This design comes from an exercise in tuning for small area, a short achievable clock period and few clock cycles per item on the open sky130 flow, not from production work. In this exercise RTL edits were held to simulation tests only and were not proved equivalent to the original. Power and IR drop assume default switching activity.

==> flow/design.v <==
package tsph_pkg;
  localparam int unsigned PACKET_BYTES = 188;
  localparam logic [7:0] SYNC_CODE = 8'h47;
  localparam logic [3:0] KIND_HEADER  = 4'd0;
  localparam logic [3:0] KIND_PAYLOAD = 4'd8;
  localparam logic [1:0] ST_OK       = 2'd0;
  localparam logic [1:0] ST_BAD_SYNC = 2'd1;
  localparam logic [1:0] ST_TRUNC    = 2'd2;
  localparam int P_IDLE  = 0;    
  localparam int P_PAY   = 1;    
  localparam int P_HDR   = 2;    
  localparam int P_ALEN  = 3;    
  localparam int P_AFL   = 4;    
  localparam int P_STUFF = 5;    
  localparam int P_PSKIP = 6;    
  localparam int P_PEND  = 7;    
  localparam int P_PCR   = 8;    
  localparam int P_OPCR  = 9;
  localparam int P_SPL   = 10;
  localparam int P_PRIV  = 11;
  localparam int P_EXT   = 12;   
  localparam int P_LTW   = 13;
  localparam int P_RATE  = 14;
  localparam int P_SEAM  = 15;
endpackage
module ts_packet_header_parser (
  input  logic        clk,
  input  logic        rst,
  input  logic        byte_valid,
  output logic        byte_stall,
  input  logic [8:0]  byte_data,   
  output logic        rec_valid,
  input  logic        rec_stall,
  output logic [72:0] rec_data
);
  localparam logic [7:0] ALEN_MAX = 8'(tsph_pkg::PACKET_BYTES - 5);
  localparam logic [7:0] POS_WRAP = 8'(tsph_pkg::PACKET_BYTES);
  localparam int P_IDLE  = tsph_pkg::P_IDLE;
  localparam int P_PAY   = tsph_pkg::P_PAY;
  localparam int P_HDR   = tsph_pkg::P_HDR;
  localparam int P_ALEN  = tsph_pkg::P_ALEN;
  localparam int P_AFL   = tsph_pkg::P_AFL;
  localparam int P_STUFF = tsph_pkg::P_STUFF;
  localparam int P_PSKIP = tsph_pkg::P_PSKIP;
  localparam int P_PEND  = tsph_pkg::P_PEND;
  localparam int P_PCR   = tsph_pkg::P_PCR;
  localparam int P_OPCR  = tsph_pkg::P_OPCR;
  localparam int P_SPL   = tsph_pkg::P_SPL;
  localparam int P_PRIV  = tsph_pkg::P_PRIV;
  localparam int P_EXT   = tsph_pkg::P_EXT;
  localparam int P_LTW   = tsph_pkg::P_LTW;
  localparam int P_RATE  = tsph_pkg::P_RATE;
  localparam int P_SEAM  = tsph_pkg::P_SEAM;
  logic        in_vld, in_vld_n;
  logic [8:0]  in_q, in_q_n;
  logic        bs_q, bs_n;
  logic        in_sync, in_zero, in_long;    
  logic        in_sync_n, in_zero_n, in_long_n;
  logic        ov, ov_n;
  logic [3:0]  okind, ekind;
  logic [1:0]  ost, est;
  logic        olast, elast;
  logic        emit;
  logic [15:0] ph, ph_n;        
  logic        pt, pt_n;        
  logic [5:0]  fcnt, fcnt_n;    
  logic [7:0]  bpos, bpos_n;    
  logic        wrap, wrap_n;    
  logic [7:0]  abl, abl_n;      
  logic [7:0]  fl, fl_n;        
  logic [23:0] hl;              
  logic [41:0] val;             
  logic [7:0]  b;
  logic        pos0, quiet, calm, fld, last;
  logic        do_pend, do_t0, consume, cq, cn;
  logic        sync;
  logic        t_hdr, t_alen, t_afl, t_pskip, t_stuff, t_fld, t_priv;
  logic        adv;
  logic [7:0]  fs;
  logic [15:0] adv_ph;
  logic        adv_pt;
  logic [5:0]  adv_cnt;
  logic [7:0]  adv_fl;
  logic [41:0] vd, ve;
  logic        v_clr, v_pay, v_dec, v_all;
  logic [5:0]  s_pcr;
  logic [4:0]  s_seam;
  logic [2:0]  s_rate;
  logic [1:0]  s_ltw;
  logic        s_one;
  logic [7:0]  pay_len;
  logic        hshift;        
  logic        pos0_n, quiet_n, calm_n, free_n;
  assign b     = in_q[8:1];
  assign pos0  = in_q[0] || wrap;
  assign quiet = ph[P_IDLE] || ph[P_PAY];
  assign calm  = quiet || ph[P_ALEN] || ph[P_AFL] || ph[P_STUFF] || ph[P_EXT];
  assign fld   = ph[P_PCR] || ph[P_OPCR] || ph[P_SPL] || ph[P_PRIV] || ph[P_EXT] ||
                 ph[P_LTW] || ph[P_RATE] || ph[P_SEAM];
  assign last  = fcnt[0];
  assign sync  = in_sync;
  assign do_pend = !ov && ph[P_PEND];
  assign do_t0   = !ov && in_vld && pos0 && !quiet && !ph[P_PEND];
  assign consume = in_vld && (ph[P_PEND] ? (!ov && !pos0)
                                         : (!(pos0 && !quiet) && (!ov || (calm && !pos0))));
  assign cq      = consume && pos0;     
  assign cn      = consume && !pos0 && !ph[P_PEND];
  assign t_hdr   = cn && ph[P_HDR] && last;
  assign t_alen  = cn && ph[P_ALEN];
  assign t_afl   = cn && ph[P_AFL];
  assign t_pskip = cn && ph[P_PSKIP] && (val[16:9] == 8'd1);
  assign t_stuff = cn && ph[P_STUFF] && (abl == 8'd1);
  assign t_fld   = cn && fld && last;
  assign t_priv  = t_fld && ph[P_PRIV] && !in_zero;
  assign adv     = t_afl || t_pskip || (t_fld && !t_priv);
  always_comb begin
    if (ph[P_AFL])      fs = {b[4:0], 3'd0};
    else if (ph[P_EXT]) fs = {5'd0, b[7:5]};
    else                fs = fl;
    adv_ph  = '0;
    adv_pt  = 1'b0;
    adv_cnt = '0;
    adv_fl  = fs;
    if (fs[7]) begin
      adv_fl[7] = 1'b0;
      if (abl <= 8'd6) adv_pt = 1'b1; else adv_ph[P_PCR] = 1'b1;
      adv_cnt[5] = 1'b1;
    end else if (fs[6]) begin
      adv_fl[6] = 1'b0;
      if (abl <= 8'd6) adv_pt = 1'b1; else adv_ph[P_OPCR] = 1'b1;
      adv_cnt[5] = 1'b1;
    end else if (fs[5]) begin
      adv_fl[5] = 1'b0;
      if (abl <= 8'd1) adv_pt = 1'b1; else adv_ph[P_SPL] = 1'b1;
      adv_cnt[0] = 1'b1;
    end else if (fs[4]) begin
      adv_fl[4] = 1'b0;
      if (abl <= 8'd1) adv_pt = 1'b1; else adv_ph[P_PRIV] = 1'b1;
      adv_cnt[0] = 1'b1;
    end else if (fs[3]) begin
      adv_fl[3] = 1'b0;
      if (abl <= 8'd2) adv_pt = 1'b1; else adv_ph[P_EXT] = 1'b1;
      adv_cnt[1] = 1'b1;
    end else if (fs[2]) begin
      adv_fl[2] = 1'b0;
      if (abl <= 8'd2) adv_pt = 1'b1; else adv_ph[P_LTW] = 1'b1;
      adv_cnt[1] = 1'b1;
    end else if (fs[1]) begin
      adv_fl[1] = 1'b0;
      if (abl <= 8'd3) adv_pt = 1'b1; else adv_ph[P_RATE] = 1'b1;
      adv_cnt[2] = 1'b1;
    end else if (fs[0]) begin
      adv_fl[0] = 1'b0;
      if (abl <= 8'd5) adv_pt = 1'b1; else adv_ph[P_SEAM] = 1'b1;
      adv_cnt[4] = 1'b1;
    end else if (abl != 8'd1) begin
      adv_ph[P_STUFF] = 1'b1;
    end
    if (adv_ph == '0) adv_ph[P_PEND] = 1'b1;
  end
  always_comb begin
    ph_n   = ph;
    pt_n   = pt;
    fcnt_n = fcnt;
    abl_n  = abl;
    fl_n   = fl;
    emit   = 1'b0;
    ekind  = tsph_pkg::KIND_HEADER;
    est    = tsph_pkg::ST_OK;
    elast  = 1'b0;
    v_clr  = 1'b0;
    v_pay  = 1'b0;
    if (cn && (fld || ph[P_HDR])) fcnt_n = fcnt >> 1;
    if (cn && (fld || ph[P_AFL] || ph[P_PSKIP] || ph[P_STUFF])) abl_n = abl - 8'd1;
    if (do_pend) begin
      emit  = 1'b1;
      ekind = tsph_pkg::KIND_PAYLOAD;
      elast = 1'b1;
      ph_n  = '0;
      if (pt) begin
        est   = tsph_pkg::ST_TRUNC;
        v_clr = 1'b1;
        ph_n[P_IDLE] = 1'b1;
      end else begin
        v_pay = 1'b1;
        ph_n[P_PAY] = 1'b1;
      end
    end
    if (do_t0) begin
      emit  = 1'b1;
      ekind = tsph_pkg::KIND_PAYLOAD;
      est   = tsph_pkg::ST_TRUNC;
      elast = 1'b1;
      v_clr = 1'b1;
      ph_n  = '0;
      ph_n[P_IDLE] = 1'b1;
    end
    if (cq) begin
      ph_n = '0;
      if (!sync) begin
        emit  = 1'b1;
        est   = tsph_pkg::ST_BAD_SYNC;
        elast = 1'b1;
        v_clr = 1'b1;
        ph_n[P_IDLE] = 1'b1;
      end else begin
        ph_n[P_HDR] = 1'b1;
        fcnt_n      = 6'b000100;
      end
    end
    if (t_hdr) begin
      emit  = 1'b1;
      v_clr = 1'b1;
      ph_n  = '0;
      if (b[5]) begin
        ph_n[P_ALEN] = 1'b1;
      end else begin
        ph_n[P_PEND] = 1'b1;
        pt_n         = 1'b0;
      end
    end
    if (t_alen) begin
      abl_n = b;
      ph_n  = '0;
      if (in_long) begin
        ph_n[P_PEND] = 1'b1;
        pt_n         = 1'b1;
      end else if (in_zero) begin
        ph_n[P_PEND] = 1'b1;
        pt_n         = 1'b0;
      end else begin
        ph_n[P_AFL] = 1'b1;
      end
    end
    if (t_stuff) begin
      ph_n = '0;
      ph_n[P_PEND] = 1'b1;
      pt_n         = 1'b0;
    end
    if (t_fld && !ph[P_EXT]) begin
      emit  = 1'b1;
      ekind = {1'b0,
               ph[P_PRIV] || ph[P_LTW] || ph[P_RATE] || ph[P_SEAM],
               ph[P_OPCR] || ph[P_SPL] || ph[P_RATE] || ph[P_SEAM],
               ph[P_PCR] || ph[P_SPL] || ph[P_LTW] || ph[P_SEAM]};
    end
    if (t_priv) begin
      ph_n = '0;
      if (b >= abl) begin
        ph_n[P_PEND] = 1'b1;
        pt_n         = 1'b1;
      end else begin
        ph_n[P_PSKIP] = 1'b1;
      end
    end
    if (adv) begin
      ph_n = adv_ph;
      pt_n = adv_pt;
      fl_n = adv_fl;
      if (adv_ph[P_PEND] == 1'b0) fcnt_n = adv_cnt;
    end
  end
  assign v_dec   = cn && ph[P_PSKIP];
  assign hshift  = cn && ph[P_HDR];
  assign pay_len = hl[4] ? (POS_WRAP - bpos) : 8'd0;
  always_comb begin
    s_pcr  = {6{cn && (ph[P_PCR] || ph[P_OPCR])}} & {fcnt[0], fcnt[1], fcnt[2], fcnt[3], fcnt[4], fcnt[5]};
    s_seam = {5{cn && ph[P_SEAM]}} & {fcnt[0], fcnt[1], fcnt[2], fcnt[3], fcnt[4]};
    s_rate = {3{cn && ph[P_RATE]}} & {fcnt[0], fcnt[1], fcnt[2]};
    s_ltw  = {2{cn && ph[P_LTW]}} & {fcnt[0], fcnt[1]};
    s_one  = cn && (ph[P_SPL] || ph[P_PRIV]);
  end
  assign v_all = v_clr || v_pay || s_one || s_ltw[0] || s_rate[0] || s_seam[0];
  always_comb begin
    vd = '0;
    ve = {42{v_all}};
    vd[41:34] = vd[41:34] | ({8{s_pcr[0]}} & b);           ve[41:34] = ve[41:34] | {8{s_pcr[0]}};
    vd[33:26] = vd[33:26] | ({8{s_pcr[1]}} & b);           ve[33:26] = ve[33:26] | {8{s_pcr[1]}};
    vd[25:18] = vd[25:18] | ({8{s_pcr[2]}} & b);           ve[25:18] = ve[25:18] | {8{s_pcr[2]}};
    vd[17:10] = vd[17:10] | ({8{s_pcr[3]}} & b);           ve[17:10] = ve[17:10] | {8{s_pcr[3]}};
    vd[9:8]   = vd[9:8]   | ({2{s_pcr[4]}} & {b[7], b[0]}); ve[9:8]   = ve[9:8]   | {2{s_pcr[4]}};
    vd[7:0]   = vd[7:0]   | ({8{s_pcr[5]}} & b);           ve[7:0]   = ve[7:0]   | {8{s_pcr[5]}};
    vd[41:39] = vd[41:39] | ({3{s_seam[0]}} & b[3:1]);
    vd[3:0]   = vd[3:0]   | ({4{s_seam[0]}} & b[7:4]);
    vd[38:31] = vd[38:31] | ({8{s_seam[1]}} & b);           ve[38:31] = ve[38:31] | {8{s_seam[1]}};
    vd[30:24] = vd[30:24] | ({7{s_seam[2]}} & b[7:1]);      ve[30:24] = ve[30:24] | {7{s_seam[2]}};
    vd[23:16] = vd[23:16] | ({8{s_seam[3]}} & b);           ve[23:16] = ve[23:16] | {8{s_seam[3]}};
    vd[15:9]  = vd[15:9]  | ({7{s_seam[4]}} & b[7:1]);      ve[15:9]  = ve[15:9]  | {7{s_seam[4]}};
    vd[30:25] = vd[30:25] | ({6{s_rate[0]}} & b[5:0]);
    vd[24:17] = vd[24:17] | ({8{s_rate[1]}} & b);           ve[24:17] = ve[24:17] | {8{s_rate[1]}};
    vd[16:9]  = vd[16:9]  | ({8{s_rate[2]}} & b);           ve[16:9]  = ve[16:9]  | {8{s_rate[2]}};
    vd[23:17] = vd[23:17] | ({7{s_ltw[0]}} & b[6:0]);
    vd[0]     = vd[0]     | (s_ltw[0] & b[7]);
    vd[16:9]  = vd[16:9]  | ({8{s_ltw[1]}} & b);            ve[16:9]  = ve[16:9]  | {8{s_ltw[1]}};
    vd[16:9]  = vd[16:9]  | ({8{s_one}} & b);
    vd[16:9]  = vd[16:9]  | ({8{v_pay}} & bpos);
    vd[7:0]   = vd[7:0]   | ({8{v_pay}} & pay_len);
    vd[16:9]  = vd[16:9]  | ({8{v_dec}} & (val[16:9] - 8'd1));
    ve[16:9]  = ve[16:9]  | {8{v_dec}};
  end
  always_comb begin
    bpos_n = bpos;
    wrap_n = wrap;
    if (consume) begin
      bpos_n = pos0 ? 8'd1 : bpos + 8'd1;
      wrap_n = !pos0 && (bpos == POS_WRAP - 8'd1);
    end
  end
  assign ov_n     = ov ? rec_stall : emit;
  assign in_vld_n = (in_vld && !consume) || (byte_valid && !bs_q);
  assign in_q_n   = bs_q ? in_q : byte_data;
  assign in_sync_n = bs_q ? in_sync : (byte_data[8:1] == tsph_pkg::SYNC_CODE);
  assign in_zero_n = bs_q ? in_zero : (byte_data[8:1] == 8'd0);
  assign in_long_n = bs_q ? in_long : (byte_data[8:1] > ALEN_MAX);
  assign pos0_n   = in_q_n[0] || wrap_n;
  assign quiet_n  = ph_n[P_IDLE] || ph_n[P_PAY];
  assign calm_n   = quiet_n || ph_n[P_ALEN] || ph_n[P_AFL] || ph_n[P_STUFF] || ph_n[P_EXT];
  assign free_n   = !ov_n;
  assign bs_n     = in_vld_n && (free_n ? (pos0_n && !quiet_n)
                                        : (ph_n[P_PEND] || !calm_n || pos0_n));
  always_ff @(posedge clk) begin
    if (rst) begin
      in_vld <= 1'b0;
      bs_q   <= 1'b0;
      ov     <= 1'b0;
      ph     <= 16'(1) << P_IDLE;
      wrap   <= 1'b1;
    end else begin
      in_vld <= in_vld_n;
      bs_q   <= bs_n;
      ov     <= ov_n;
      ph     <= ph_n;
      wrap   <= wrap_n;
    end
  end
  always_ff @(posedge clk) begin
    in_q    <= in_q_n;
    in_sync <= in_sync_n;
    in_zero <= in_zero_n;
    in_long <= in_long_n;
    bpos <= bpos_n;
    pt   <= pt_n;
    fcnt <= fcnt_n;
    abl  <= abl_n;
    fl   <= fl_n;
    hl  <= (hl & {24{!(cq || hshift)}}) | ({hl[15:0], b} & {24{hshift}});
    val <= (val & ~ve) | (vd & ve);
    if (emit) begin
      okind <= ekind;
      ost   <= est;
      olast <= elast;
    end
  end
  assign byte_stall = bs_q;
  assign rec_valid  = ov;
  assign rec_data   = {okind, hl[20:8], hl[23], hl[22], hl[21], hl[7:6], hl[5:4], hl[3:0],
                       val, ost, olast};
endmodule
==> flow/flow/run.sh <==
#!/bin/bash
# The standard layout (standard.sh: the standard flow's synthesis and ORFS flow) with three
# changes to how it is made:
#  - port buffers are buf_2 cells rather than the delay cells buffer_ports picks by
#    default; every port still gets its own buffer;
#  - the clock tree uses clkbuf_8 cells under a clkbuf_16 root and no dummy loads;
set -euo pipefail
export BUFFER_PORTS_ARGS="-buffer_cell sky130_fd_sc_hd__buf_2"
export CTS_ARGS="-sink_clustering_enable -repair_clock_nets -buf_list sky130_fd_sc_hd__clkbuf_8 -root_buf sky130_fd_sc_hd__clkbuf_16 -dont_use_dummy_load"
export SETUP_SLACK_MARGIN=5.4
bash standard.sh finish > standard_flow.log 2>&1
==> flow/standard.sh <==
#!/bin/bash
# synth_recipe.tcl (not shown) runs the flow's synth.tcl, then flattens the netlist and writes it again
# the make line also repeats each setting of config.mk as NAME=value (left out here)
make -C /OpenROAD-flow-scripts/flow DESIGN_CONFIG=/design/flow/config.mk WORK_HOME=/design/flow/orfs CLKGATE_MAP_FILE= SYNTH_SCRIPT=/design/flow/synth_recipe.tcl "${@:-finish}"
==> flow/config.mk <==
export PLATFORM = sky130hd
export DESIGN_NAME = ts_packet_header_parser
export DESIGN_NICKNAME = ts_packet_header_parser
export VERILOG_FILES = /design/flow/design.v
export SDC_FILE = /design/flow/constraint.sdc
export NUM_CORES = 4
export LEC_CHECK = 0
export ABC_AREA = 1
export CAP_MARGIN = 20
export CORE_MARGIN = 2
export CORE_UTILIZATION = 50
export SLEW_MARGIN = 20
export TNS_END_PERCENT = 10
==> flow/constraint.sdc <==
create_clock -name core_clock -period 8.0 [get_ports {clk}]
set_input_delay 1.6000 -clock core_clock [delete_from_list [all_inputs] [get_ports {clk}]]
set_output_delay 1.6000 -clock core_clock [all_outputs]
set_load 0.01 [all_outputs]
==> implementation parameters, run 1 <==
Parameter                              Value

Cells and area
  Area added between synthesis and finish    17.05%
  Layout Nets    around 940
  Post-route cell area    8073 µm²
  Count of non-filler cells in the finished layout    between 1000 and 1500
  # diodes    0
  Fraction of final layout cells sized beyond drive strength 1    0.2148

Placement
  DP Cell Count    1037
  Placed Area    7466 µm²
  Placer congestion estimate    0.9204
  Post-DP HPWL    around 15000 µm
  Number of buffers added on ports    between 80 and 90

Synthesis
  Synthesis warning total    1
  Fraction of the mapped netlist area in simple logic gates    0.2123
  Distinct cells, synth    between 40 and 50
  Gate count of the mapped netlist    a little under 800
  Post-synthesis xor/xnor area fraction    0.01778
  Mux contribution to synthesized area    0
  Compound-gate portion of the synthesized area    0.1553
  Cell area after synthesis    ~6900 µm²
  Dominant combinational cell family by area after synthesis    simple AND/OR/NAND/NOR gates
  Syn Nets    821
  Number of flops mapped to enable cells by yosys    83
  Proportion of synthesized flip-flops having asynchronous set or reset    0
  Register bit total from synthesis    approximately 140
  Sequential share of the synthesized area    0.5123
  Flip-flop cell with the highest count after synthesis    sky130_fd_sc_hd__edfxtp_1
  Synthesized-area fraction occupied by adder cells    0.02721
  Post-Synthesis Mean Instance Area    roughly 8.7 µm²

Timing
  Final setup violation count    0
  Number of max-slew violations in the final report    0
  Post-route clock period utilization    0.3279
  Final Skew    between 20 and 25 ps
  Maximum achievable frequency    381.3 MHz
  Actual transition at the worst max-transition pin    approximately 1000 ps
  Unrepaired setup endpoints after global routing    true
  Tightest slew margin relative to the limit    0.3416
  Final Critical Period    2623 ps
  Number of endpoints with negative hold slack in the final report    0
  Setup_tns    0 ps

Hold path
  Path category of the worst min-delay check    reg -> reg
  Worst Hold Path EP    hl[11]
  Worst hold path depth    2
  Min-Delay Startpoint    hl[3]

Setup path
  Required time worst endpoint    ~6400 ps
  Bufs and invs on worst path    1
  Nature of the critical path startpoint    flip-flop
  Cell class contributing the biggest share of worst-path delay    flip-flops
  Largest fanout on the critical path    4
  Instance count on the critical path    1
  Critical Path Slowest Stage Cell    sky130_fd_sc_hd__edfxtp_1
  CP cell instances    buf_2
  Data arrival time of the critical path    around 1000 ps
  Setup slack of the worst register-to-register path    roughly 5500 ps
  Worst Reg-to-Reg Cells    14
  Class of the most critical setup path    reg -> out
  Largest stage delay on the critical path    470 ps
  Reg2Reg Launch Point    ph[4]
  Worst Setup End Kind    output pin

Global route
  Largest net degree at the start of global routing    34
  Number of global-route vias before repair    5838
  Antenna violations before repair    0
  Wire length of the first global-routing pass    a little over 30000 µm
  Grt ovf    0
  Global-route usage over all layers    0.2769

Die
  Std-Cell Rows    42
  I/O Pins    just under 90
  Vertical die dimension    approximately 120 µm
  Full die area    about 15000 µm²
  Floorplan Core Area    approximately 13000 µm²
  Die width    between 100 and 150 µm
  Initial standard-cell utilization of the core    0.5167

Detailed routing
  # DRC    0
  Wire length the detailed router placed on met1    between 8000 and 9000 µm
  Final wirelength    20200 µm
  Number of DRC violations after detailed-routing iteration 0    between 700 and 800
  Remaining antenna violation count    0
  Drt wl/cell    about 19 µm
  Length of routed met3 wiring    about 1400 µm
  Vias per std cell    between 5 and 6
  DRT Pass-1 Iters    5
  DR top layer    met4
  Detailed-route via count    roughly 6200
  Met2 Routed Length    roughly 9500 µm

Clock tree
  Clock latency on the worst-skew pair    380 ps
  Clock tree from TritonCTS    yes
  CTS root buf    sky130_fd_sc_hd__clkbuf_16
  Number of buffers created by CTS    17
  TritonCTS Sinks    135
  Worst-case clock buffer depth    2
  Clock edge transition at the registers on the reported setup and hold paths    80 ps
  H-tree Lvls    4
  Number of hold-repair buffers added at the cts stage    0

Power and ir drop
  VDD IR-drop max    0.1046 mV
  Leak    3.406 nW
  Pwr Total    about 1.4 mW
  Power density over cell area    175.9 nW/µm²

Flow run
  Total of max-cap violations    0

Outcome
  Outcome  timing/DRC/antenna clean
[Yosys cell counts (4+ instances only)]
library cell / number / area [µm²]
sky130_fd_sc_hd__a21oi_1: 47 / 235.2
sky130_fd_sc_hd__clkbuf_1: 12 / 45.04
sky130_fd_sc_hd__clkinv_1: 5 / 18.77
sky130_fd_sc_hd__dfxtp_1: 52 / 1041
sky130_fd_sc_hd__edfxtp_1: 83 / 2492
sky130_fd_sc_hd__ha_1: 15 / 187.7
sky130_fd_sc_hd__inv_1: 101 / 379.1
sky130_fd_sc_hd__inv_2: 9 / 33.78
sky130_fd_sc_hd__nand2_1: 149 / 559.3
sky130_fd_sc_hd__nand2_2: 5 / 31.28
sky130_fd_sc_hd__nand3_1: 48 / 240.2
sky130_fd_sc_hd__nand4_1: 8 / 50.05
sky130_fd_sc_hd__nor2_1: 68 / 255.2
sky130_fd_sc_hd__nor2_2: 9 / 56.30
sky130_fd_sc_hd__nor2_4: 4 / 45.04
sky130_fd_sc_hd__nor3_1: 15 / 75.07
sky130_fd_sc_hd__nor4_1: 6 / 37.54
sky130_fd_sc_hd__o21ai_0: 39 / 195.2
sky130_fd_sc_hd__o221ai_1: 26 / 227.7
sky130_fd_sc_hd__o22ai_1: 33 / 206.5
sky130_fd_sc_hd__xor2_1: 11 / 96.34
[through the flow]
stage	hold slack, ps	utilization	worst slack (ps)
2_1_floorplan	452.1	-	5581
3_3_place_gp	463.1	0.5593	5038
3_5_place_dp	468.6	0.5593	4967
4_1_cts	484.6	0.5861	5298
5_1_grt	507.6	0.6048	5325
6_report	484.1	0.6048	5377
[worst max-delay path by stage]
stage	end	from	slack, ps
3_5_place_dp	hl[13]	wrap	4970
5_1_grt	bs_q	in_q[0]	5320
3_3_place_gp	flip-flop	ph[12]	5040
2_1_floorplan	in_zero	byte_data[2]	5580
6_report	rec_data[12]	flip-flop	5380
4_1_cts	fcnt[4]	ph[4]	5300
[cell families after synthesis]
group / Yosys count
simple gates: 323
compound gates: 172
flops: 135
buf+inv: 134
fa+ha+maj: 15
xor+xnor: 14
[what timing repair did]
action	CTS	global route
endpoints found under the setup margin	87	76
resized for setup	9	22
setup buffers	10	20
pin swaps	4	3
[layout make-up]
type	count	area (µm²)
clock buffers	17	245.2
well taps	176	220.2
flip-flops and latches	135	3538
repair buffers	117	689.4
inverters	115	449.2
fillers	1225	5275
multi-input cells	524	2930
[power breakdown]
group | internal [mW] | leakage, nW | total, mW | switching (mW)
clock | 0.200 | 0.127 | 0.433 | 0.233
sequential | 0.778 | 1.22 | 0.821 | 0.0428
combinational | 0.0536 | 2.06 | 0.166 | 0.112
total | 1.03 | 3.41 | 1.42 | 0.388
[layout by cell type (no fill, tap or decap), types with 3 or more instances in the layout]
master / n
sky130_fd_sc_hd__nand2_1: 144
sky130_fd_sc_hd__inv_1: 97
sky130_fd_sc_hd__buf_2: 87
sky130_fd_sc_hd__edfxtp_1: 83
sky130_fd_sc_hd__nor2_1: 64
sky130_fd_sc_hd__dfxtp_1: 50
sky130_fd_sc_hd__a21oi_1: 45
sky130_fd_sc_hd__nand3_1: 45
sky130_fd_sc_hd__o21ai_0: 38
sky130_fd_sc_hd__o22ai_1: 33
sky130_fd_sc_hd__buf_4: 27
sky130_fd_sc_hd__o221ai_1: 26
sky130_fd_sc_hd__clkbuf_8: 16
sky130_fd_sc_hd__nor3_1: 15
sky130_fd_sc_hd__ha_1: 15
sky130_fd_sc_hd__xor2_1: 11
sky130_fd_sc_hd__nand2_2: 10
sky130_fd_sc_hd__nor2_2: 10
sky130_fd_sc_hd__inv_2: 8
sky130_fd_sc_hd__nand4_1: 8
sky130_fd_sc_hd__nor2_4: 7
sky130_fd_sc_hd__nor4_1: 6
sky130_fd_sc_hd__clkinv_1: 5
sky130_fd_sc_hd__clkinvlp_4: 4
sky130_fd_sc_hd__o21ai_1: 4
sky130_fd_sc_hd__a21oi_2: 3
sky130_fd_sc_hd__xnor2_1: 3
sky130_fd_sc_hd__o31ai_1: 3
sky130_fd_sc_hd__o21a_1: 3
sky130_fd_sc_hd__nand3_2: 3
sky130_fd_sc_hd__or2_2: 3
[per-layer routing]
metal / vias up / track usage
li1: 2967 / -
met2: 290 / 0.4463
met1: 2940 / 0.3600
met5: - / 0
met4: 0 / 0.1394
met3: 51 / 0.04699
Testbench counts, summed over its fixed seeds: cycles 36,328, bytes 36,128.
==> run 2, diff against run 1 <==
--- a/flow/config.mk
+++ b/flow/config.mk
@@ -10,4 +10,4 @@
 export CORE_MARGIN = 2
 export CORE_UTILIZATION = 50
 export SLEW_MARGIN = 20
-export TNS_END_PERCENT = 10
+export TNS_END_PERCENT = 0
==> implementation parameters, run 2 <==
Parameter                              Value

Cells and area
  Core Util, Final    0.6047
  # diodes    0
  Most frequent cells in the layout    sky130_fd_sc_hd__nand2_1, sky130_fd_sc_hd__inv_1, sky130_fd_sc_hd__buf_2
  Area added between synthesis and finish    17.04%
  Layout Nets    around 940
  Post-route cell area    slightly above 8000 µm²
  Leading cell type in the layout, fill and taps excluded    sky130_fd_sc_hd__nand2_1
  Multi-input combinational cell area    between 2000 and 3000 µm²
  Register area    3536 µm²
  Fraction of final layout cells sized beyond drive strength 1    0.2138
  Fill count    between 1000 and 1500
  Count of non-filler cells in the finished layout    roughly 1100

Die
  Full die area    ~15000 µm²
  Initial standard-cell utilization of the core    0.5167
  I/O Pins    88
  Std-Cell Rows    42
  Floorplan Core Area    13350 µm²
  Die width    ~120 µm
  Vertical die dimension    about 120 µm

Setup path
  Cell class contributing the biggest share of worst-path delay    flip-flops
  Bufs and invs on worst path    1
  Critical Path Slowest Stage Cell    sky130_fd_sc_hd__edfxtp_1
  Reg2Reg Launch Point    in_q[0]
  Nature of the critical path startpoint    flip-flop
  Class of the most critical setup path    reg -> out
  Data arrival time of the critical path    just over 1000 ps
  Required time worst endpoint    6400 ps
  Largest stage delay on the critical path    between 400 and 500 ps
  CP cell instances    buf_2
  Worst Setup End Kind    output pin
  Largest fanout on the critical path    4

Synthesis
  Most numerous cell in the Yosys netlist    sky130_fd_sc_hd__nand2_1
  Number of flops mapped to enable cells by yosys    83
  Synthesis warning total    1
  Leading post-synthesis cells by instance count    sky130_fd_sc_hd__nand2_1, sky130_fd_sc_hd__inv_1, sky130_fd_sc_hd__edfxtp_1
  Post-Synthesis Mean Instance Area    between 8 and 9 µm²
  Flip-flop cell with the highest count after synthesis    sky130_fd_sc_hd__edfxtp_1
  Sequential share of the synthesized area    0.5123
  Cell area after synthesis    about 6900 µm²
  Syn Nets    a little over 800
  Register bit total from synthesis    about 140
  Distinct cells, synth    49
  Yosys top cell area share    0.3614
  Proportion of synthesized flip-flops having asynchronous set or reset    0
  Leading post-synthesis cells by cell area    sky130_fd_sc_hd__edfxtp_1, sky130_fd_sc_hd__dfxtp_1, sky130_fd_sc_hd__nand2_1
  Cell accounting for the most synthesized area    sky130_fd_sc_hd__edfxtp_1
  Gate count of the mapped netlist    a little under 800

Power and ir drop
  Switching part of the total power    0.2728
  Sequential cell fraction of total power    0.574
  Power density over cell area    roughly 180 nW/µm²
  VDD IR-drop max    0.1020 mV
  Cell internal pwr    1.035 mW
  Pwr Total    ~1.4 mW
  Fraction of power consumed by the clock network    0.302
  Power share of the combinational group    0.124
  Net switching power of the design    approximately 0.39 mW
  Leak    between 3 and 4 nW

Detailed routing
  DRT Pass-1 Iters    5
  # DRC    0
  Remaining antenna violation count    0
  Detailed-route via count    6300
  Wire length the detailed router placed on met1    around 8700 µm
  DR top layer    met4
  Drt wl/cell    about 19 µm
  Length of routed met3 wiring    between 1500 and 2000 µm
  Met2 Routed Length    around 9500 µm
  Number of DRC violations after detailed-routing iteration 0    between 600 and 700
  Final wirelength    roughly 20000 µm
  Vias per std cell    around 5.8

Placement
  Placer congestion estimate    between 0.9 and 1
  DP Cell Count    1037
  Pre-CTS setup slack    between 4000 and 5000 ps
  Placed Area    ~7500 µm²
  Post-DP HPWL    around 15000 µm
  Number of buffers added on ports    87

Timing
  Actual transition at the worst max-transition pin    991.9 ps
  Setup_tns    0 ps
  Final setup violation count    0
  Unrepaired setup endpoints after global routing    true
  Final Skew    approximately 21 ps
  Final Critical Period    2618 ps
  Number of max-slew violations in the final report    0
  Min setup slack post-route    ~5400 ps
  Worst hold-check slack    485.6 ps
  Number of endpoints with negative hold slack in the final report    0
  Maximum achievable frequency    381.9 MHz
  Tightest slew margin relative to the limit    0.3300
  Post-route clock period utilization    0.3273

Hold path
  Min-Delay Startpoint    ph[11]
  Path category of the worst min-delay check    reg -> reg

Clock tree
  Number of buffers created by CTS    17
  Clock edge transition at the registers on the reported setup and hold paths    about 70 ps
  Clock tree from TritonCTS    yes
  CTS root buf    sky130_fd_sc_hd__clkbuf_16
  Worst-case clock buffer depth    2
  H-tree Lvls    4
  TritonCTS Sinks    135
  Clock latency on the worst-skew pair    approximately 380 ps

Global route
  Largest net degree at the start of global routing    34
  Antenna violations before repair    0
  Global-route usage over all layers    0.2741
  Wire length of the first global-routing pass    approximately 30000 µm
  Grt ovf    0
  Number of global-route vias before repair    slightly below 6000

Flow run
  Total of max-cap violations    0

Outcome
  Outcome  timing/DRC/antenna clean
[run 2: cell counts after synthesis]
Identical to the previous run, type by type.
[run 2: path summary, 6_finish.rpt]
check	slack, ps	cells past startpoint	to
setup / recovery	5380	1	rec_data[15]
hold reg to reg	490	2	ph[11]
setup reg to reg	5400	10	flip-flop
hold / removal	490	2	ph[11]
[run 2: cells by family after synthesis]
family	Yosys count	synth area share
buf+inv	134	0.07511
xor+xnor	14	0.01778
compound gates	172	0.1553
simple gates	323	0.2123
fa+ha+maj	15	0.02721
flops	135	0.5123
[run 2: repair_timing]
action                     CTS  global route
pin swaps                    1             6
setup endpoints to repair   87           131
cloned                       0             1
gates resized for setup      3            22
buffers inserted             3            30
hold buffers                 0             0
[run 2: cell type report]
cell class | instances | area share
repair buffers | 120 | 0.08665
clock buffers | 17 | 0.03038
well taps | 176 | 0.02728
inverters | 115 | 0.05565
flip-flops and latches | 135 | 0.4381
multi-input cells | 525 | 0.3620
[run 2: metal layers]
layer  up-vias  GRT usage
met4         0     0.1394
met2       328     0.4371
met3        49    0.04793
met1      2942     0.3591
met5         -          0
li1       2981          -
[run 2: power groups by stage]
stage	clock [mW]	combinational (mW)	sequential, mW
global route	0.457	0.192	0.819
finish	0.430	0.176	0.816
CTS	0.433	0.152	0.820
global placement	0	0.148	0.833
detailed placement	0	0.149	0.835
floorplan	0	0.0903	0.827
[run 2: worst register-to-register path, delay by kind of cell, from the launching register on]
| family | cells | cell delay (ps) |
|---|---|---|
| AOI/OAI and AO/OA | 1 | 240 |
| buffers and inverters | 3 | 410 |
| DFF | 1 | 330 |
| and+or+nand+nor | 6 | 1270 |
==> run 3, diff against run 2 <==
--- a/flow/config.mk
+++ b/flow/config.mk
@@ -9,5 +9,5 @@
 export CAP_MARGIN = 20
 export CORE_MARGIN = 2
 export CORE_UTILIZATION = 50
+export PLACE_DENSITY = 0.8
 export SLEW_MARGIN = 20
-export TNS_END_PERCENT = 0
==> implementation parameters, run 3 <==
Parameter                              Value

Setup path
  Largest stage delay on the critical path    ~420 ps
  Reg2Reg Launch Point    in_q[3]
  Class of the most critical setup path    reg -> out
  Required time worst endpoint    between 6000 and 7000 ps
  Cell class contributing the biggest share of worst-path delay    flip-flops
  Largest fanout on the critical path    3
  Bufs and invs on worst path    1
  Critical Path Slowest Stage Cell    sky130_fd_sc_hd__edfxtp_1
  Data arrival time of the critical path    960 ps
  Nature of the critical path startpoint    flip-flop
  CP cell instances    buf_2
  Worst Setup End Kind    output pin

Clock tree
  Clock tree from TritonCTS    yes
  Number of hold-repair buffers added at the cts stage    0
  Worst-case clock buffer depth    2
  CTS root buf    sky130_fd_sc_hd__clkbuf_16
  Clock latency on the worst-skew pair    390 ps
  Number of buffers created by CTS    17
  TritonCTS Sinks    ~140
  H-tree Lvls    4
  Clock edge transition at the registers on the reported setup and hold paths    roughly 70 ps

Cells and area
  Fill count    1202
  Fraction of final layout cells sized beyond drive strength 1    0.2080
  Leading cell type in the layout, fill and taps excluded    sky130_fd_sc_hd__nand2_1
  Area added between synthesis and finish    16.27%
  # diodes    0
  Layout Nets    a little over 900
  Register area    around 3500 µm²
  Most frequent cells in the layout    sky130_fd_sc_hd__nand2_1, sky130_fd_sc_hd__inv_1, sky130_fd_sc_hd__buf_2
  Post-route cell area    approximately 8000 µm²
  Multi-input combinational cell area    a little under 3000 µm²

Die
  Floorplan Core Area    around 13000 µm²
  Vertical die dimension    121.4 µm
  Initial standard-cell utilization of the core    0.5167
  Die width    121.4 µm
  Full die area    14750 µm²
  I/O Pins    88
  Std-Cell Rows    between 40 and 50

Timing
  Actual transition at the worst max-transition pin    roughly 600 ps
  Final Critical Period    2563 ps
  Post-route clock period utilization    0.3203
  Maximum achievable frequency    390.2 MHz
  Number of endpoints with negative hold slack in the final report    0
  Final Skew    slightly below 30 ps
  Final setup violation count    0
  Unrepaired setup endpoints after global routing    true
  Setup_tns    0 ps
  Number of max-slew violations in the final report    0
  Tightest slew margin relative to the limit    0.5913

Detailed routing
  Final wirelength    ~19000 µm
  # DRC    0
  Drt wl/cell    between 15 and 20 µm
  Number of DRC violations after detailed-routing iteration 0    740
  Detailed-route via count    about 6200
  DRT Pass-1 Iters    5
  Remaining antenna violation count    0
  Vias per std cell    between 5 and 6

Synthesis
  Sequential share of the synthesized area    0.5123
  Gate count of the mapped netlist    793
  Number of flops mapped to enable cells by yosys    between 80 and 90
  Leading post-synthesis cells by cell area    sky130_fd_sc_hd__edfxtp_1, sky130_fd_sc_hd__dfxtp_1, sky130_fd_sc_hd__nand2_1
  Synthesis warning total    1
  Cell area after synthesis    between 6000 and 7000 µm²
  Proportion of synthesized flip-flops having asynchronous set or reset    0
  Most numerous cell in the Yosys netlist    sky130_fd_sc_hd__nand2_1
  Yosys top cell area share    0.3614
  Cell accounting for the most synthesized area    sky130_fd_sc_hd__edfxtp_1
  Register bit total from synthesis    between 100 and 150
  Post-Synthesis Mean Instance Area    slightly below 9 µm²
  Flip-flop cell with the highest count after synthesis    sky130_fd_sc_hd__edfxtp_1
  Syn Nets    roughly 800
  Distinct cells, synth    slightly below 50
  Leading post-synthesis cells by instance count    sky130_fd_sc_hd__nand2_1, sky130_fd_sc_hd__inv_1, sky130_fd_sc_hd__edfxtp_1

Placement
  Post-DP HPWL    roughly 14000 µm
  Placer congestion estimate    around 1.0
  Number of buffers added on ports    between 80 and 90
  Placed Area    roughly 7500 µm²

Flow run
  Total of max-cap violations    0

Power and ir drop
  Leak    about 3.4 nW
  VDD IR-drop max    around 0.11 mV
  Power density over cell area    174.6 nW/µm²

Global route
  Largest net degree at the start of global routing    34
  Global-route usage over all layers    0.2571
  Grt ovf    0
  Wire length of the first global-routing pass    about 29000 µm
  Number of global-route vias before repair    roughly 5700
  Antenna violations before repair    0

Hold path
  Min-Delay Startpoint    ph[10]
  Path category of the worst min-delay check    reg -> reg

Outcome
  Outcome  timing/DRC/antenna clean
run 3: cell counts after synthesis:
No cell type changed its count.
run 3: worst min-delay path: stages, from the launching register on:
cell                      delay (ps)
sky130_fd_sc_hd__dfxtp_1         320
sky130_fd_sc_hd__nand2_1          60
sky130_fd_sc_hd__a21oi_1          50
run 3: path summary, 6_finish.rpt:
check,to,cells after the start,slack (ps)
max,rec_data[19],1,5440
min,ph[10],2,480
max reg2reg,fcnt[4],9,5500
min reg2reg,ph[10],2,480
run 3: layout make-up:
type                       instances  share of cell area
tap                              176             0.02746
multi-input combinational        524              0.3648
sequential                       135              0.4409
timing repair buffer             113             0.08020
clock buffer                      17             0.03058
inverter                         115             0.05602
run 3: what timing repair did:
item / 4_1_cts / 5_1_grt
buffers inserted: 16 / 10
pin swaps: 5 / 1
gates resized for setup: 9 / 15
endpoints found under the hold margin: 0 / 0
endpoints found under the setup margin: 73 / 33
run 3: metal layers:
| metal | GRT usage | vias to the layer above | wire, µm |
|---|---|---|---|
| met5 | 0 | - | 0 |
| met4 | 0.08764 | 0 | 350 |
| met3 | 0.05310 | 32 | 1580 |
| met2 | 0.4185 | 330 | 8732 |
| met1 | 0.3424 | 2865 | 8068 |
| li1 | - | 2971 | - |
run 3: cells by family after synthesis:
| family | after synthesis | synth area share |
|---|---|---|
| AO/OA/AOI/OAI | 172 | 0.1553 |
| XOR/XNOR | 14 | 0.01778 |
| adder cells (fa/ha/maj) | 15 | 0.02721 |
| buffers and inverters | 134 | 0.07511 |
| flip-flops | 135 | 0.5123 |
| AND/OR/NAND/NOR | 323 | 0.2123 |
run 3: report_power, final:
part / total, mW / leakage [nW] / switching, mW / internal (mW)
Combinational: 0.161 / 2.03 / 0.108 / 0.0536
Clock: 0.419 / 0.127 / 0.219 / 0.199
Sequential: 0.820 / 1.22 / 0.0409 / 0.779
run 3: through the flow:
step	setup slack, ps	cells	total power [mW]	utilization	hold slack [ps]
finish	5438	1080	1.400	0.6008	479.3
global route	5355	1080	1.452	0.6008	500.6
CTS	5402	1070	1.395	0.5899	478.2
detailed placement	5056	1037	0.9775	0.5593	468.5
global placement	5189	1037	0.9762	0.5593	463.3
floorplan	5581	793	0.9172	-	452.1
==> run 4, diff against run 3 <==
--- a/flow/config.mk
+++ b/flow/config.mk
@@ -9,5 +9,5 @@
 export CAP_MARGIN = 20
 export CORE_MARGIN = 2
 export CORE_UTILIZATION = 50
-export PLACE_DENSITY = 0.8
+export PLACE_DENSITY = 0.9
 export SLEW_MARGIN = 20
==> implementation parameters, run 4 <==
Parameter                              Value

Clock tree
  H-tree Lvls    4
  Clock tree from TritonCTS    yes
  Number of buffers created by CTS    17
  Worst-case clock buffer depth    2
  CTS root buf    sky130_fd_sc_hd__clkbuf_16
  Clock edge transition at the registers on the reported setup and hold paths    70 ps
  Clock latency on the worst-skew pair    390 ps
  TritonCTS Sinks    between 100 and 150

Placement
  Placed Area    between 7000 and 8000 µm²
  Post-DP HPWL    13870 µm
  DP Cell Count    between 1000 and 1500
  Pre-CTS setup slack    5046 ps
  Number of buffers added on ports    87
  Placer congestion estimate    1.039

Die
  Vertical die dimension    121.4 µm
  Full die area    about 15000 µm²
  Std-Cell Rows    42
  Floorplan Core Area    ~13000 µm²
  I/O Pins    88
  Initial standard-cell utilization of the core    0.5167
  Die width    121.4 µm

Timing
  Actual transition at the worst max-transition pin    just over 600 ps
  Number of max-slew violations in the final report    0
  Final Skew    around 31 ps
  Final setup violation count    0
  Worst hold-check slack    between 400 and 500 ps
  Unrepaired setup endpoints after global routing    true
  Maximum achievable frequency    slightly below 400 MHz
  Post-route clock period utilization    0.3219
  Tightest slew margin relative to the limit    0.5921
  Final Critical Period    about 2600 ps
  Min setup slack post-route    approximately 5400 ps
  Setup_tns    0 ps
  Number of endpoints with negative hold slack in the final report    0

Cells and area
  Fraction of final layout cells sized beyond drive strength 1    0.2110
  Layout Nets    940
  Leading cell type in the layout, fill and taps excluded    sky130_fd_sc_hd__nand2_1
  Most frequent cells in the layout    sky130_fd_sc_hd__nand2_1, sky130_fd_sc_hd__inv_1, sky130_fd_sc_hd__buf_2
  Register area    between 3000 and 4000 µm²
  Fill count    about 1100
  Area added between synthesis and finish    16.94%
  Multi-input combinational cell area    a little under 3000 µm²
  Count of non-filler cells in the finished layout    between 1000 and 1500
  Post-route cell area    between 8000 and 9000 µm²
  # diodes    0

Synthesis
  Most numerous cell in the Yosys netlist    sky130_fd_sc_hd__nand2_1
  Distinct cells, synth    49
  Leading post-synthesis cells by cell area    sky130_fd_sc_hd__edfxtp_1, sky130_fd_sc_hd__dfxtp_1, sky130_fd_sc_hd__nand2_1
  Syn Nets    roughly 820
  Synthesis warning total    1
  Register bit total from synthesis    roughly 140
  Leading post-synthesis cells by instance count    sky130_fd_sc_hd__nand2_1, sky130_fd_sc_hd__inv_1, sky130_fd_sc_hd__edfxtp_1
  Proportion of synthesized flip-flops having asynchronous set or reset    0
  Number of flops mapped to enable cells by yosys    83
  Sequential share of the synthesized area    0.5123
  Post-Synthesis Mean Instance Area    between 8 and 9 µm²
  Gate count of the mapped netlist    793
  Cell area after synthesis    between 6000 and 7000 µm²
  Yosys top cell area share    0.3614
  Flip-flop cell with the highest count after synthesis    sky130_fd_sc_hd__edfxtp_1
  Cell accounting for the most synthesized area    sky130_fd_sc_hd__edfxtp_1

Power and ir drop
  VDD IR-drop max    around 0.13 mV
  Power share of the combinational group    0.124
  Switching part of the total power    0.2699
  Power density over cell area    175.8 nW/µm²
  Net switching power of the design    around 0.38 mW
  Cell internal pwr    1.035 mW
  Sequential cell fraction of total power    0.576
  Leak    3.401 nW
  Fraction of power consumed by the clock network    0.300

Detailed routing
  Remaining antenna violation count    0
  Detailed-route via count    6387
  DRT Pass-1 Iters    9
  # DRC    0
  Number of DRC violations after detailed-routing iteration 0    between 800 and 900
  Drt wl/cell    17.73 µm
  Final wirelength    19250 µm
  Vias per std cell    between 5 and 6

Setup path
  Required time worst endpoint    6400 ps
  Bufs and invs on worst path    1
  Cell class contributing the biggest share of worst-path delay    flip-flops
  CP cell instances    buf_2
  Critical Path Slowest Stage Cell    sky130_fd_sc_hd__edfxtp_1
  Class of the most critical setup path    reg -> out
  Nature of the critical path startpoint    flip-flop
  Data arrival time of the critical path    slightly below 1000 ps
  Largest fanout on the critical path    4
  Worst Setup End Kind    output pin
  Largest stage delay on the critical path    ~430 ps

Global route
  Global-route usage over all layers    0.2603
  Grt ovf    0
  Number of global-route vias before repair    approximately 5800
  Largest net degree at the start of global routing    34
  Antenna violations before repair    0
  Wire length of the first global-routing pass    between 20000 and 30000 µm

Hold path
  Path category of the worst min-delay check    reg -> reg

Outcome
  Outcome  timing/DRC/antenna clean

Flow run
  Total of max-cap violations    0
-- run 4: cell counts after synthesis --
Identical to the previous run, type by type.
-- run 4: timing repair --
action | 4_1_cts | 5_1_grt
hold buffers | 0 | 0
pin swaps | 3 | 3
cloned | 0 | 1
endpoints found under the setup margin | 77 | 70
setup buffers | 12 | 19
resized for setup | 8 | 17
-- run 4: power by group through the flow --
stage               Clock (mW)  Sequential, mW  Combinational, mW
CTS                      0.429           0.818              0.153
floorplan                    0           0.827             0.0903
finish                   0.426           0.817              0.175
global placement             0           0.833              0.142
detailed placement           0           0.834              0.144
global route             0.456           0.820              0.189
-- run 4: metrics by stage --
stage          utilization  power [mW]
6_report            0.6042       1.418
5_1_grt             0.6042       1.465
4_1_cts             0.5871       1.400
3_5_place_dp        0.5593      0.9781
3_3_place_gp        0.5593      0.9749
2_1_floorplan            -      0.9172
-- run 4: cell type report --
type,count,share of cell area
clock buffer,17,0.03041
inverter,115,0.05569
multi-input combinational,525,0.3652
sequential,135,0.4386
tap,176,0.02730
timing repair buffer,118,0.08284
-- run 4: worst paths after layout --
kind	slack [ps]	start	depth (start not counted)	endpoint
worst max-delay path	5430	flip-flop	1	rec_data[15]
worst min-delay path	480	ph[10]	2	ph[10]
worst max register to register	5490	in_q[0]	13	flip-flop
worst min register to register	480	ph[10]	2	ph[10]
-- run 4: routing by layer --
layer | wire length, µm | GRT usage | vias to the layer above
li1 | - | - | 2985
met1 | 7635 | 0.3406 | 2890
met2 | 8837 | 0.4055 | 452
met3 | 2129 | 0.06626 | 60
met4 | 651 | 0.1214 | 0
met5 | 0 | 0 | -
-- run 4: cells by family after synthesis --
family / share of synthesized area
compound gates: 0.1553
simple gates: 0.2123
buf+inv: 0.07511
flops: 0.5123
fa+ha+maj: 0.02721
xor+xnor: 0.01778
==> run 5, diff against run 4 <==
--- a/flow/config.mk
+++ b/flow/config.mk
@@ -5,9 +5,9 @@
 export SDC_FILE = /design/flow/constraint.sdc
 export NUM_CORES = 4
 export LEC_CHECK = 0
-export ABC_AREA = 1
+export ABC_AREA = 0
+export ABC_CLOCK_PERIOD_IN_PS = 2500
 export CAP_MARGIN = 20
 export CORE_MARGIN = 2
 export CORE_UTILIZATION = 50
-export PLACE_DENSITY = 0.9
 export SLEW_MARGIN = 20
==> implementation parameters, run 5 <==
Parameter                              Value

Cells and area
  Most frequent cells in the layout    sky130_fd_sc_hd__nand2_1, sky130_fd_sc_hd__buf_2, sky130_fd_sc_hd__edfxtp_1
  Layout Nets    ~900
  Fraction of final layout cells sized beyond drive strength 1    0.2240
  Area added between synthesis and finish    17.04%
  Leading cell type in the layout, fill and taps excluded    sky130_fd_sc_hd__nand2_1
  # diodes    0

Synthesis
  Number of flops mapped to enable cells by yosys    just over 80
  Flip-flop cell with the highest count after synthesis    sky130_fd_sc_hd__edfxtp_1
  Gate count of the mapped netlist    approximately 780
  Leading post-synthesis cells by cell area    sky130_fd_sc_hd__edfxtp_1, sky130_fd_sc_hd__dfxtp_1, sky130_fd_sc_hd__nand2_1
  Yosys top cell area share    0.3498
  Register bit total from synthesis    approximately 140
  Post-Synthesis Mean Instance Area    a little over 9 µm²
  Synthesized-area fraction occupied by adder cells    0.02634
  Post-synthesis xor/xnor area fraction    0.02828
  Fraction of the mapped netlist area in simple logic gates    0.2250
  Distinct cells, synth    69
  Proportion of synthesized flip-flops having asynchronous set or reset    0
  Synthesis warning total    1
  Leading post-synthesis cells by instance count    sky130_fd_sc_hd__nand2_1, sky130_fd_sc_hd__edfxtp_1, sky130_fd_sc_hd__nor2_1
  Dominant combinational cell family by area after synthesis    simple AND/OR/NAND/NOR gates
  Compound-gate portion of the synthesized area    0.1658
  Cell area after synthesis    between 7000 and 8000 µm²
  Cell accounting for the most synthesized area    sky130_fd_sc_hd__edfxtp_1
  Mux contribution to synthesized area    0.01300
  Sequential share of the synthesized area    0.4960
  Syn Nets    roughly 800
  Most numerous cell in the Yosys netlist    sky130_fd_sc_hd__nand2_1

Setup path
  Class of the most critical setup path    reg -> out
  Critical Path Slowest Stage Cell    sky130_fd_sc_hd__edfxtp_1
  CP cell instances    buf_2
  Largest stage delay on the critical path    480 ps
  Reg2Reg Launch Point    ph[12]
  Bufs and invs on worst path    1
  Setup slack of the worst register-to-register path    ~5500 ps
  Cell class contributing the biggest share of worst-path delay    flip-flops
  Required time worst endpoint    around 6400 ps
  Worst Setup End Kind    output pin
  Largest fanout on the critical path    4
  Nature of the critical path startpoint    flip-flop
  Data arrival time of the critical path    ~1000 ps

Die
  I/O Pins    88
  Floorplan Core Area    between 10000 and 15000 µm²
  Initial standard-cell utilization of the core    0.5133
  Std-Cell Rows    43
  Die width    roughly 120 µm
  Vertical die dimension    123.4 µm
  Full die area    between 15000 and 20000 µm²

Timing
  Final setup violation count    0
  Tightest slew margin relative to the limit    0.3886
  Final Skew    30.03 ps
  Unrepaired setup endpoints after global routing    true
  Number of endpoints with negative hold slack in the final report    0
  Number of max-slew violations in the final report    0
  Maximum achievable frequency    approximately 380 MHz
  Post-route clock period utilization    0.3296
  Setup_tns    0 ps
  Worst hold-check slack    451.3 ps
  Actual transition at the worst max-transition pin    slightly above 900 ps
  Final Critical Period    2636 ps

Outcome
  Outcome  timing/DRC/antenna clean

Clock tree
  TritonCTS Sinks    between 100 and 150
  Clock edge transition at the registers on the reported setup and hold paths    roughly 80 ps
  H-tree Lvls    4
  CTS root buf    sky130_fd_sc_hd__clkbuf_16
  Worst-case clock buffer depth    2
  Clock latency on the worst-skew pair    390 ps
  Clock tree from TritonCTS    yes
  Number of buffers created by CTS    17
  Number of hold-repair buffers added at the cts stage    0

Hold path
  Min-Delay Startpoint    hl[19]
  Path category of the worst min-delay check    reg -> reg

Detailed routing
  Final wirelength    between 20000 and 25000 µm
  Number of DRC violations after detailed-routing iteration 0    a little under 700
  DRT Pass-1 Iters    6
  Vias per std cell    between 6 and 7
  Remaining antenna violation count    0
  Drt wl/cell    between 15 and 20 µm
  # DRC    0
  Detailed-route via count    ~6400

Power and ir drop
  VDD IR-drop max    between 0.09 and 0.1 mV
  Net switching power of the design    ~0.34 mW
  Switching part of the total power    0.2518
  Leak    3.399 nW
  Power share of the combinational group    0.103
  Power density over cell area    162.5 nW/µm²
  Fraction of power consumed by the clock network    0.314
  Cell internal pwr    about 1.0 mW
  Sequential cell fraction of total power    0.583

Global route
  Number of global-route vias before repair    roughly 5700
  Grt ovf    0
  Antenna violations before repair    0
  Global-route usage over all layers    0.2699
  Largest net degree at the start of global routing    27
  Wire length of the first global-routing pass    a little over 30000 µm

Placement
  Placer congestion estimate    0.9182
  Post-DP HPWL    between 10000 and 15000 µm
  Number of buffers added on ports    just under 90

Flow run
  Total of max-cap violations    0
[run 5: cell types whose count changed after synthesis, moves of 25 or more]
cell | previous run | this run
sky130_fd_sc_hd__a21oi_1 | 47 | 22
sky130_fd_sc_hd__a22oi_1 | 3 | 30
sky130_fd_sc_hd__clkbuf_1 | 12 | 47
sky130_fd_sc_hd__inv_1 | 101 | 26
sky130_fd_sc_hd__o221ai_1 | 26 | 1
sky130_fd_sc_hd__o22ai_1 | 33 | 2
[run 5: area by class of cell]
class,count,area (µm²)
Timing Repair Buffer,127,742.0
Tap cell,180,225.2
Inverter,27,106.4
Multi-Input combinational cell,560,3476
Sequential cell,135,3543
Fill cell,1216,5543
Clock buffer,17,245.2
[run 5: cell families (layout without fill, tap and decap cells)]
group | count (synthesis) | in the layout
AO/OA/AOI/OAI | 172 | 173
XOR/XNOR | 23 | 23
adder cells (fa/ha/maj) | 15 | 15
buffers and inverters | 81 | 171
flip-flops | 135 | 135
multiplexers | 9 | 9
AND/OR/NAND/NOR | 340 | 340
[run 5: timing repair]
item / in CTS / in global routing
pin swaps: 4 / 7
gates resized for setup: 26 / 26
buffers inserted: 22 / 12
setup endpoints to repair: 106 / 58
cloned: 0 / 1
[run 5: path summary, 6_finish.rpt]
kind	to	cells past startpoint
setup reg to reg	flip-flop	6
setup / recovery	rec_data[14]	1
hold reg to reg	hl[19]	2
hold / removal	hl[19]	2
[run 5: metal layers]
layer	track usage	routed length, µm	part of all wire
met5	0	0	0
met4	0.1477	864	0.042
met3	0.04520	1295	0.063
met2	0.4148	9497	0.46
met1	0.3631	8978	0.44
[run 5: worst register-to-register path, delay by kind of cell (launching register included)]
kind                   cells  cell delay, ps
and+or+nand+nor            4            1420
DFF                        1             380
buffers and inverters      1             250
AOI/OAI and AO/OA          1             230
[run 5: power by group through the flow]
stage | clock (mW) | sequential, mW | combinational, mW
after global placement | 0 | 0.814 | 0.107
after floorplan | 0 | 0.802 | 0.0717
after detailed placement | 0 | 0.815 | 0.109
after global routing | 0.459 | 0.793 | 0.149
final | 0.426 | 0.791 | 0.139
after CTS | 0.430 | 0.790 | 0.132
[run 5: per-stage QoR]
step	power, mW	area (µm²)	utilization	setup WS [ps]	std cells
detailed placement	0.9233	7611	0.5483	4354	994
global route	1.401	8338	0.6007	5331	1046
CTS	1.352	8135	0.5861	5365	1033
floorplan	0.8734	7136	-	5373	775
global placement	0.9207	7611	0.5483	4377	994
finish	1.355	8338	0.6007	5364	1046
==> run 6, diff against run 5 <==
==> flow/flow/run.sh (replaced) <==
#!/bin/bash
# The standard layout (standard.sh: the standard flow's synthesis and ORFS flow) with three
# changes to how it is made:
#  - port buffers are buf_2 cells rather than the delay cells buffer_ports picks by
#    default; every port still gets its own buffer;
#  - the clock tree uses clkbuf_4 cells under a clkbuf_16 root and no dummy loads;
set -euo pipefail
export BUFFER_PORTS_ARGS="-buffer_cell sky130_fd_sc_hd__buf_2"
export CTS_ARGS="-sink_clustering_enable -repair_clock_nets -buf_list sky130_fd_sc_hd__clkbuf_4 -root_buf sky130_fd_sc_hd__clkbuf_16 -dont_use_dummy_load"
export SETUP_SLACK_MARGIN=5.4
bash standard.sh finish > standard_flow.log 2>&1
--- a/flow/config.mk
+++ b/flow/config.mk
@@ -5,8 +5,7 @@
 export SDC_FILE = /design/flow/constraint.sdc
 export NUM_CORES = 4
 export LEC_CHECK = 0
-export ABC_AREA = 0
-export ABC_CLOCK_PERIOD_IN_PS = 2500
+export ABC_AREA = 1
 export CAP_MARGIN = 20
 export CORE_MARGIN = 2
 export CORE_UTILIZATION = 50
==> implementation parameters, run 6 <==
Parameter                              Value

Detailed routing
  Remaining antenna violation count    0
  Final wirelength    between 20000 and 25000 µm
  Drt wl/cell    roughly 19 µm
  # DRC    0
  DRT Pass-1 Iters    6
  Vias per std cell    ~5.7
  Detailed-route via count    6282
  Number of DRC violations after detailed-routing iteration 0    615

Placement
  Placed Area    between 7000 and 8000 µm²
  Number of buffers added on ports    87
  Post-DP HPWL    ~15000 µm
  Placer congestion estimate    roughly 0.92
  Pre-CTS setup slack    a little under 5000 ps

Clock tree
  Number of buffers created by CTS    17
  Number of hold-repair buffers added at the cts stage    0
  Clock edge transition at the registers on the reported setup and hold paths    roughly 120 ps
  TritonCTS Sinks    135
  Worst-case clock buffer depth    2
  H-tree Lvls    4
  Clock latency on the worst-skew pair    about 390 ps
  CTS root buf    sky130_fd_sc_hd__clkbuf_16
  Clock tree from TritonCTS    yes

Cells and area
  Area added between synthesis and finish    17.13%
  Register area    between 3000 and 4000 µm²
  Multi-input combinational cell area    approximately 2900 µm²
  Layout Nets    ~950
  # diodes    0
  Leading cell type in the layout, fill and taps excluded    sky130_fd_sc_hd__nand2_1
  Fraction of final layout cells sized beyond drive strength 1    0.2280
  Post-route cell area    just over 8000 µm²
  Most frequent cells in the layout    sky130_fd_sc_hd__nand2_1, sky130_fd_sc_hd__inv_1, sky130_fd_sc_hd__buf_2
  Fill count    1232

Setup path
  Cell class contributing the biggest share of worst-path delay    flip-flops
  Nature of the critical path startpoint    flip-flop
  Worst Reg-to-Reg Cells    11
  Worst Setup End Kind    output pin
  Required time worst endpoint    between 6000 and 7000 ps
  Instance count on the critical path    1
  Data arrival time of the critical path    980 ps
  Largest fanout on the critical path    3
  Reg2Reg Launch Point    in_q[0]
  CP cell instances    buf_2
  Bufs and invs on worst path    1
  Critical Path Slowest Stage Cell    sky130_fd_sc_hd__edfxtp_1
  Class of the most critical setup path    reg -> out
  Largest stage delay on the critical path    approximately 440 ps
  Setup slack of the worst register-to-register path    5530 ps

Timing
  Tightest slew margin relative to the limit    0.4669
  Unrepaired setup endpoints after global routing    true
  Worst hold-check slack    480.3 ps
  Setup_tns    0 ps
  Final setup violation count    0
  Number of max-slew violations in the final report    0
  Number of endpoints with negative hold slack in the final report    0
  Maximum achievable frequency    388.3 MHz
  Final Critical Period    roughly 2600 ps
  Post-route clock period utilization    0.3219
  Final Skew    around 32 ps
  Min setup slack post-route    approximately 5400 ps
  Actual transition at the worst max-transition pin    792.8 ps

Die
  Std-Cell Rows    42
  Initial standard-cell utilization of the core    0.5167
  Full die area    14750 µm²
  Floorplan Core Area    around 13000 µm²
  Die width    about 120 µm
  I/O Pins    88
  Vertical die dimension    ~120 µm

Synthesis
  Proportion of synthesized flip-flops having asynchronous set or reset    0
  Most numerous cell in the Yosys netlist    sky130_fd_sc_hd__nand2_1
  Post-Synthesis Mean Instance Area    8.697 µm²
  Leading post-synthesis cells by cell area    sky130_fd_sc_hd__edfxtp_1, sky130_fd_sc_hd__dfxtp_1, sky130_fd_sc_hd__nand2_1
  Number of flops mapped to enable cells by yosys    just over 80
  Cell accounting for the most synthesized area    sky130_fd_sc_hd__edfxtp_1
  Sequential share of the synthesized area    0.5123
  Flip-flop cell with the highest count after synthesis    sky130_fd_sc_hd__edfxtp_1
  Syn Nets    between 800 and 900
  Leading post-synthesis cells by instance count    sky130_fd_sc_hd__nand2_1, sky130_fd_sc_hd__inv_1, sky130_fd_sc_hd__edfxtp_1
  Distinct cells, synth    49
  Gate count of the mapped netlist    about 800
  Register bit total from synthesis    around 140
  Yosys top cell area share    0.3614
  Synthesis warning total    1
  Cell area after synthesis    around 7000 µm²

Global route
  Wire length of the first global-routing pass    30810 µm
  Antenna violations before repair    0
  Number of global-route vias before repair    between 5000 and 6000
  Met1 usage    0.3591
  Grt ovf    0
  GRT busiest layer    met2
  GR Layer Usage met2    0.4449
  Largest net degree at the start of global routing    34
  Global-route usage over all layers    0.2784
  Global routing usage on met3    0.05921

Outcome
  Outcome  timing/DRC/antenna clean

Power and ir drop
  VDD IR-drop max    just under 0.09 mV
  Power density over cell area    between 150 and 200 nW/µm²
  Leak    between 3 and 4 nW

Hold path
  Worst hold path depth    2
  Path category of the worst min-delay check    reg -> reg
  Worst Hold Path EP    hl[11]
  Min-Delay Startpoint    hl[3]

Flow run
  Total of max-cap violations    0
## run 6: per-layer routing
metal / vias to the layer above / wire length (µm)
met3: 54 / 1435
met1: 2955 / 8496
met5: - / 0
met2: 278 / 9573
met4: 0 / 795
li1: 2995 / -
## run 6: layout make-up
cell class,count,share of cell area
inverter,115,0.05561
timing repair buffer,130,0.09588
clock buffer,17,0.01797
sequential,135,0.4385
multi-input combinational,524,0.3648
tap,176,0.02726
## run 6: through the flow
stage	utilization	cells	power [mW]
global placement	0.5593	1037	0.9805
floorplan	-	793	0.9172
finish	0.6052	1097	1.330
detailed placement	0.5593	1037	0.9838
CTS	0.5825	1070	1.315
global route	0.6052	1097	1.379
## run 6: report_power, final
part / internal (mW) / total (mW) / switching [mW]
combinational: 0.0614 / 0.183 / 0.121
clock: 0.116 / 0.333 / 0.217
sequential: 0.777 / 0.814 / 0.0370
total: 0.955 / 1.33 / 0.375
## run 6: cell families (layout without fill, tap and decap cells)
logic type                 count (synthesis)  after routing  share of synthesized area
and+or+nand+nor                          323            323                     0.2123
AOI/OAI and AO/OA                        172            172                     0.1553
DFF                                      135            135                     0.5123
buffers and inverters                    134            262                    0.07511
adders and majority gates                 15             15                    0.02721
xor gates and xnor gates                  14             14                    0.01778
## run 6: worst max-delay path by stage
| stage | from | end | slack [ps] |
|---|---|---|---|
| after global placement | ph[12] | flip-flop | 5040 |
| after global routing | ph[4] | fcnt[4] | 5330 |
| final | flip-flop | rec_data[13] | 5420 |
| after CTS | flip-flop | rec_data[17] | 5400 |
| after detailed placement | wrap | hl[13] | 4970 |
| after floorplan | byte_data[2] | in_zero | 5580 |
## run 6: repair_timing
item	CTS	global route
gates resized for setup	13	21
pin swaps	4	5
endpoints found under the setup margin	86	49
buffers inserted	16	27
hold endpoints to repair	0	0
gates cloned	0	0
## run 6: tightest hold or removal path, cell delays in order (launching register included)
cell	delay [ps]
sky130_fd_sc_hd__dfxtp_1	320
sky130_fd_sc_hd__inv_1	70
sky130_fd_sc_hd__o22ai_1	80

==> separate check: timing with driven ports <==
In the flow no input, the clock included, has a driving cell. The finished layouts below were timed again as built, in two steps. Step 1 (the two cells are an assumption about what drives the block):
set clk [get_ports {clk}]
set_driving_cell -lib_cell sky130_fd_sc_hd__clkbuf_16 $clk
set_driving_cell -lib_cell sky130_fd_sc_hd__buf_2 [delete_from_list [all_inputs] $clk]
Step 2, shift: input delay + t, output delay - t, t = (earliest + latest rising clock arrival at the registers) / 2. This alone moves slack from input paths to output paths. a / b / c = no drivers / after step 1 / after step 2; a / b = the first two.
run | shift t [ns] | setup slack, ns | clock arrival spread, ns | worst data-port slew with drivers (ns)
run 1 | 0.412 | 5.377 / 5.336 / 5.367 | 0.023 / 0.023 | 0.03
run 2 | 0.411 | 5.382 / 5.341 / 5.364 | 0.024 / 0.024 | 0.03
run 3 | 0.405 | 5.437 / 5.398 / 5.383 | 0.041 / 0.042 | 0.03
run 4 | 0.412 | 5.425 / 5.386 / 5.369 | 0.038 / 0.038 | 0.03
run 5 | 0.409 | 5.364 / 5.323 / 5.429 | 0.036 / 0.036 | 0.03
run 6 | 0.413 | 5.425 / 5.382 / 5.370 | 0.033 / 0.033 | 0.03
After both steps setup and hold are still met in every run listed. The setup slack of run 4, which loses most, moves by -0.039 ns with the drivers and by -0.056 ns with both steps.
